Source: an optimization exercise on an open RTL-to-GDS flow (aim: small area). Production flows keep margins and buffers that such runs may drop.
In this exercise RTL edits were held to simulation tests only and were not proved equivalent to the original.
Power figures rest on the tool's default switching activity, not on a simulated workload.

==> try-fjord: inputs <==
==> flow/design.v <==
package memory_pkg;
    localparam int MEM_DEPTH = 32;
    localparam int MEM_WIDTH = 64;
    typedef enum logic {INIT, READY} init_state_e;
    function automatic logic byte_parity(input logic [7:0] b);
        return (^b);
    endfunction
endpackage
module m1r1w_oai22 (input logic a1, a2, b1, b2, output logic y);
    assign y = ~((a1 | a2) & (b1 | b2));
endmodule
module m1r1w_nor4 (input logic a, b, c, d, output logic y);
    assign y = ~(a | b | c | d);
endmodule
module m1r1w_nand4 (input logic a, b, c, d, output logic y);
    assign y = ~(a & b & c & d);
endmodule
module m1r1w_nand2 (input logic a, b, output logic y);
    assign y = ~(a & b);
endmodule
module m1r1w_nor2 (input logic a, b, output logic y);
    assign y = ~(a | b);
endmodule
module m1r1w_xor2 (input logic a, b, output logic y);
    assign y = a ^ b;
endmodule
module m1r1w_inv (input logic a, output logic y);
    assign y = ~a;
endmodule
module m1r1w_aoi222 (input logic a1, a2, b1, b2, c1, c2, output logic y);
    assign y = ~((a1 & a2) | (b1 & b2) | (c1 & c2));
endmodule
module m1r1w_aoi22 (input logic a1, a2, b1, b2, output logic y);
    assign y = ~((a1 & a2) | (b1 & b2));
endmodule
module m1r1w_nand3 (input logic a, b, c, output logic y);
    assign y = ~(a & b & c);
endmodule
module m1r1w_nor3 (input logic a, b, c, output logic y);
    assign y = ~(a | b | c);
endmodule
module m1r1w_or3xnor (input logic a, b, c, p, output logic y);
    assign y = ~((a | b | c) ^ p);
endmodule
module memory_1r1w_write_first
#(
    parameter int DEPTH  = memory_pkg::MEM_DEPTH,
    parameter int WIDTH  = memory_pkg::MEM_WIDTH,
    parameter int ADDR_W = $clog2(DEPTH)
) (
    input  logic                 clock,
    input  logic                 reset,
    input  logic                 ren,
    input  logic [ADDR_W-1:0]    raddr,
    output logic                 rvalid,
    output logic [WIDTH-1:0]     rdata,
    output logic                 rerr,
    input  logic                 wen,
    input  logic [ADDR_W-1:0]    waddr,
    input  logic [WIDTH-1:0]     wdata,
    input  logic [WIDTH/8-1:0]   wmask,
    output logic                 busy
);
    localparam int NB = WIDTH / 8;
    localparam logic [ADDR_W-1:0] LAST = ADDR_W'(DEPTH - 1);
    logic [ADDR_W-1:0] cnt;
    logic              ph;
    always_ff @(posedge clock or negedge reset) begin
        if (!reset) begin
            busy <= 1'b1;
            cnt  <= '0;
            ph   <= 1'b0;
        end else begin
            if (busy) begin
                if (cnt == LAST) busy <= 1'b0;
                else             cnt  <= cnt + ADDR_W'(1);
            end
            ph <= ~busy & ~ph;
        end
    end
    logic [DEPTH-1:0] nws, wsb;
    logic [NB-1:0]    nmb, mb;
    logic [WIDTH-1:0] dcol, wdn;
    always_comb begin
        for (int w = 0; w < DEPTH; w++) begin
            nws[w] = ~(busy | (wen & (waddr == ADDR_W'(w))));
            wsb[w] = ~busy & wen & (waddr == ADDR_W'(w));
        end
        nmb = ~(wmask | {NB{busy}});
        mb  = wmask;
    end
    genvar w, b, i, j;
    generate
        for (i = 0; i < WIDTH; i++) begin : g_col
            m1r1w_xor2 u_dcol (.a(wdata[i]), .b(ph), .y(dcol[i]));
            m1r1w_inv  u_wdn  (.a(wdata[i]), .y(wdn[i]));
        end
    endgenerate
    logic [WIDTH-1:0] q  [DEPTH];
    logic [WIDTH-1:0] qn [DEPTH];
    generate
        for (w = 0; w < DEPTH; w++) begin : g_w
            for (b = 0; b < NB; b++) begin : g_b
                logic we, hn;
                m1r1w_nor2  u_we (.a(nws[w]), .b(nmb[b]), .y(we));
                m1r1w_nand2 u_hn (.a(wsb[w]), .b(mb[b]),  .y(hn));
                for (i = b * 8; i < b * 8 + 8; i++) begin : g_i
                    m1r1w_oai22 u_d (.a1(q[w][i]), .a2(we), .b1(dcol[i]), .b2(hn), .y(qn[w][i]));
                end
            end
        end
    endgenerate
    always_ff @(posedge clock) begin
        for (int k = 0; k < DEPTH; k++) q[k] <= qn[k];
    end
    logic [DEPTH-1:0] rs;           
    logic             hold, rd_act, hit;
    logic [NB-1:0]    fwd, sel;
    always_comb begin
        for (int k = 0; k < DEPTH; k++) rs[k] = (raddr == ADDR_W'(k));
        rd_act = ~busy & ren;
        hold   = ~rd_act;
        hit    = rd_act & wen & (waddr == raddr);
        fwd    = {NB{hit}} & wmask;
        sel    = {NB{rd_act}} & ~fwd;
    end
    logic [WIDTH-1:0] rd_next;
    generate
        for (i = 0; i < WIDTH; i++) begin : g_rd
            logic [10:0] p;             
            logic [2:0]  x;             
            logic vn, rn;
            for (j = 0; j < 10; j++) begin : g_p
                m1r1w_aoi222 u_p (.a1(rs[3*j]), .a2(q[3*j][i]), .b1(rs[3*j+1]), .b2(q[3*j+1][i]),
                                  .c1(rs[3*j+2]), .c2(q[3*j+2][i]), .y(p[j]));
            end
            m1r1w_aoi222 u_p10 (.a1(rs[30]), .a2(q[30][i]), .b1(rs[31]), .b2(q[31][i]),
                               .c1(rs[31]), .c2(q[31][i]), .y(p[10]));
            m1r1w_nand4 u_x0 (.a(p[0]), .b(p[1]), .c(p[2]),  .d(p[3]), .y(x[0]));
            m1r1w_nand4 u_x1 (.a(p[4]), .b(p[5]), .c(p[6]),  .d(p[7]), .y(x[1]));
            m1r1w_nand3 u_x2 (.a(p[8]), .b(p[9]), .c(p[10]), .y(x[2]));
            m1r1w_or3xnor u_v (.a(x[0]), .b(x[1]), .c(x[2]), .p(ph), .y(vn));
            m1r1w_inv   u_r (.a(rdata[i]), .y(rn));
            m1r1w_aoi222 u_o (.a1(hold), .a2(rn), .b1(fwd[i/8]), .b2(wdn[i]),
                              .c1(sel[i/8]), .c2(vn), .y(rd_next[i]));
        end
    endgenerate
    always_ff @(posedge clock or negedge reset) begin
        if (!reset) begin
            rvalid <= 1'b0;
            rdata  <= '0;
        end else begin
            rvalid <= rd_act;
            rdata  <= rd_next;
        end
    end
    assign rerr = 1'b0;
endmodule
==> flow/run.sh <==
#!/bin/bash
# synth_recipe.tcl (not shown) runs the flow's synth.tcl, then flattens the netlist and writes it again
# the make line also repeats each setting of config.mk as NAME=value (left out here)
make -C /OpenROAD-flow-scripts/flow DESIGN_CONFIG=/design/flow/config.mk WORK_HOME=/design/flow/orfs CLKGATE_MAP_FILE= SYNTH_SCRIPT=/design/flow/synth_recipe.tcl finish
==> flow/config.mk <==
export PLATFORM = sky130hd
export DESIGN_NAME = memory_1r1w_write_first
export DESIGN_NICKNAME = memory_1r1w_write_first
export VERILOG_FILES = /design/flow/design.v
export SDC_FILE = /design/flow/constraint.sdc
export NUM_CORES = 4
export LEC_CHECK = 0
export CAP_MARGIN = 20
export CORE_MARGIN = 2
export CORE_UTILIZATION = 40
export SLEW_MARGIN = 20
export SYNTH_HIERARCHICAL = 1
==> flow/constraint.sdc <==
create_clock -name core_clock -period 8.0 [get_ports {clock}]
set_input_delay 1.6000 -clock core_clock [delete_from_list [all_inputs] [get_ports {clock}]]
set_output_delay 1.6000 -clock core_clock [all_outputs]
set_load 0.01 [all_outputs]
==> inputs of try-zinc, as changes to try-fjord <==
==> flow/design.v (replaced) <==
package memory_pkg;
    localparam int MEM_DEPTH = 32;
    localparam int MEM_WIDTH = 64;
    typedef enum logic {INIT, READY} init_state_e;
    function automatic logic byte_parity(input logic [7:0] b);
        return (^b);
    endfunction
endpackage
module memory_init_seq
#(
    parameter int DEPTH  = memory_pkg::MEM_DEPTH,
    parameter int ADDR_W = $clog2(DEPTH)
) (
    input  logic              clock,
    input  logic              reset,
    output logic              busy,
    output logic              init_we,
    output logic [ADDR_W-1:0] init_addr
);
    localparam logic [ADDR_W-1:0] LAST = ADDR_W'(DEPTH - 1);
    memory_pkg::init_state_e       state;
    logic [ADDR_W-1:0] cnt;
    always_ff @(posedge clock or negedge reset) begin
        if (!reset) begin
            state <= memory_pkg::INIT;
            cnt   <= '0;
        end else if (state == memory_pkg::INIT) begin
            if (cnt == LAST) state <= memory_pkg::READY;
            else             cnt   <= cnt + ADDR_W'(1);
        end
    end
    assign busy      = (state == memory_pkg::INIT);
    assign init_we   = busy;
    assign init_addr = cnt;
endmodule
module memory_1r1w_write_first
#(
    parameter int DEPTH  = memory_pkg::MEM_DEPTH,
    parameter int WIDTH  = memory_pkg::MEM_WIDTH,
    parameter int ADDR_W = $clog2(DEPTH)
) (
    input  logic                 clock,
    input  logic                 reset,
    input  logic                 ren,
    input  logic [ADDR_W-1:0]    raddr,
    output logic                 rvalid,
    output logic [WIDTH-1:0]     rdata,
    output logic                 rerr,
    input  logic                 wen,
    input  logic [ADDR_W-1:0]    waddr,
    input  logic [WIDTH-1:0]     wdata,
    input  logic [WIDTH/8-1:0]   wmask,
    output logic                 busy
);
    localparam int NB = WIDTH / 8;
    localparam logic [ADDR_W:0] DEPTH_C = (ADDR_W + 1)'(DEPTH);
    logic [WIDTH-1:0]  mem [DEPTH];
    logic              init_we;
    logic [ADDR_W-1:0] init_addr;
    memory_init_seq #(.DEPTH(DEPTH), .ADDR_W(ADDR_W)) u_init (
        .clock     (clock),
        .reset     (reset),
        .busy      (busy),
        .init_we   (init_we),
        .init_addr (init_addr)
    );
    logic rd_ok, wr_ok, rd_act, wr_act, fwd_hit;
    assign rd_ok   = ({1'b0, raddr} < DEPTH_C);
    assign wr_ok   = ({1'b0, waddr} < DEPTH_C);
    assign rd_act  = !busy && ren;
    assign wr_act  = !busy && wen && wr_ok;
    assign fwd_hit = wr_act && (waddr == raddr);
    logic [WIDTH-1:0] rd_word, rd_next;
    logic [NB-1:0]    fwd_byte;
    always_comb begin
        rd_word = rd_ok ? mem[raddr] : '0;
        for (int i = 0; i < NB; i++) begin
            fwd_byte[i]        = fwd_hit && wmask[i];
            rd_next[i*8 +: 8]  = fwd_byte[i] ? wdata[i*8 +: 8] : rd_word[i*8 +: 8];
        end
    end
    always_ff @(posedge clock) begin
        if (init_we) begin
            mem[init_addr] <= '0;
        end else if (wr_act) begin
            for (int i = 0; i < NB; i++)
                if (wmask[i]) begin
                    mem[waddr][i*8 +: 8] <= wdata[i*8 +: 8];
                end
        end
    end
    always_ff @(posedge clock or negedge reset) begin
        if (!reset) begin
            rvalid <= 1'b0;
            rdata  <= '0;
        end else begin
            rvalid <= rd_act;
            if (rd_act) rdata <= rd_next;
        end
    end
    assign rerr = 1'b0;
endmodule
Settings changed: SYNTH_HIERARCHICAL 1 to not set.
==> qor summary <==
item                                                                 try-zinc    try-fjord
Result of the run                                    timing/DRC/antenna clean  timing/DRC/antenna clean
Post-DR wirelength/cell                                               31.1 um      32.1 um
Count of flip-flops with a built-in enable after synthesis               2048            0
Pwr dens                                                          249 nW/um^2  308 nW/um^2
# Taps                                                                   2788         2325
Psw                                                                   5200 uW      6640 uW
Critical path type                                                  in -> reg   reg -> out
Amount of wire on met2 after detailed routing                       111000 um    126000 um
Worst slack at placement                                              1.53 ns      2.48 ns
Global-route wire length before repair                              331000 um    420000 um
Sequential share of the synthesized area                                0.757        0.614
Inverters, non-clock                                                        8          129
Relative contribution of the clock network to total power               0.425        0.381
Int Power                                                            18600 uW     19400 uW
Die height                                                             461 um       422 um
Layout multi-input combinational cell count                              1956         3906
Global-route met3 utilization                                          0.0414        0.109
Detailed-routing iteration count for the pre-antenna-repair pass            6           13
Maximum number of pins on one net before global-route repair               99           66

[separate check: timing with driven ports]
No port has a modelled driver above. Below, the same layouts with a new extraction and two added sets of constraints. Step 1: set_driving_cell puts a clkbuf_16 on clock and a buf_2 on each other input, an assumption about the parent block. Step 2, shift: input delay + t, output delay - t, t = (earliest + latest rising clock arrival at the registers) / 2. This alone moves slack from input paths to output paths. Three values: ideal, step 1, step 2; two values: the first two.
run	shift t [ns]	setup WS [ns]	worst setup path at the end	latest minus earliest clock arrival (ns)	worst register clock-pin slew, ns
try-fjord	0.929	3.129 / 3.050 / 2.309	input to register	0.044 / 0.043	0.07 / 0.07
try-zinc	0.934	2.313 / 2.386 / 1.451	input to register	0.044 / 0.043	0.07 / 0.07
After both steps setup and hold are still met in every run listed. For try-zinc, which loses most, drivers alone change the setup slack by +0.073 ns; drivers and shift together by -0.862 ns.
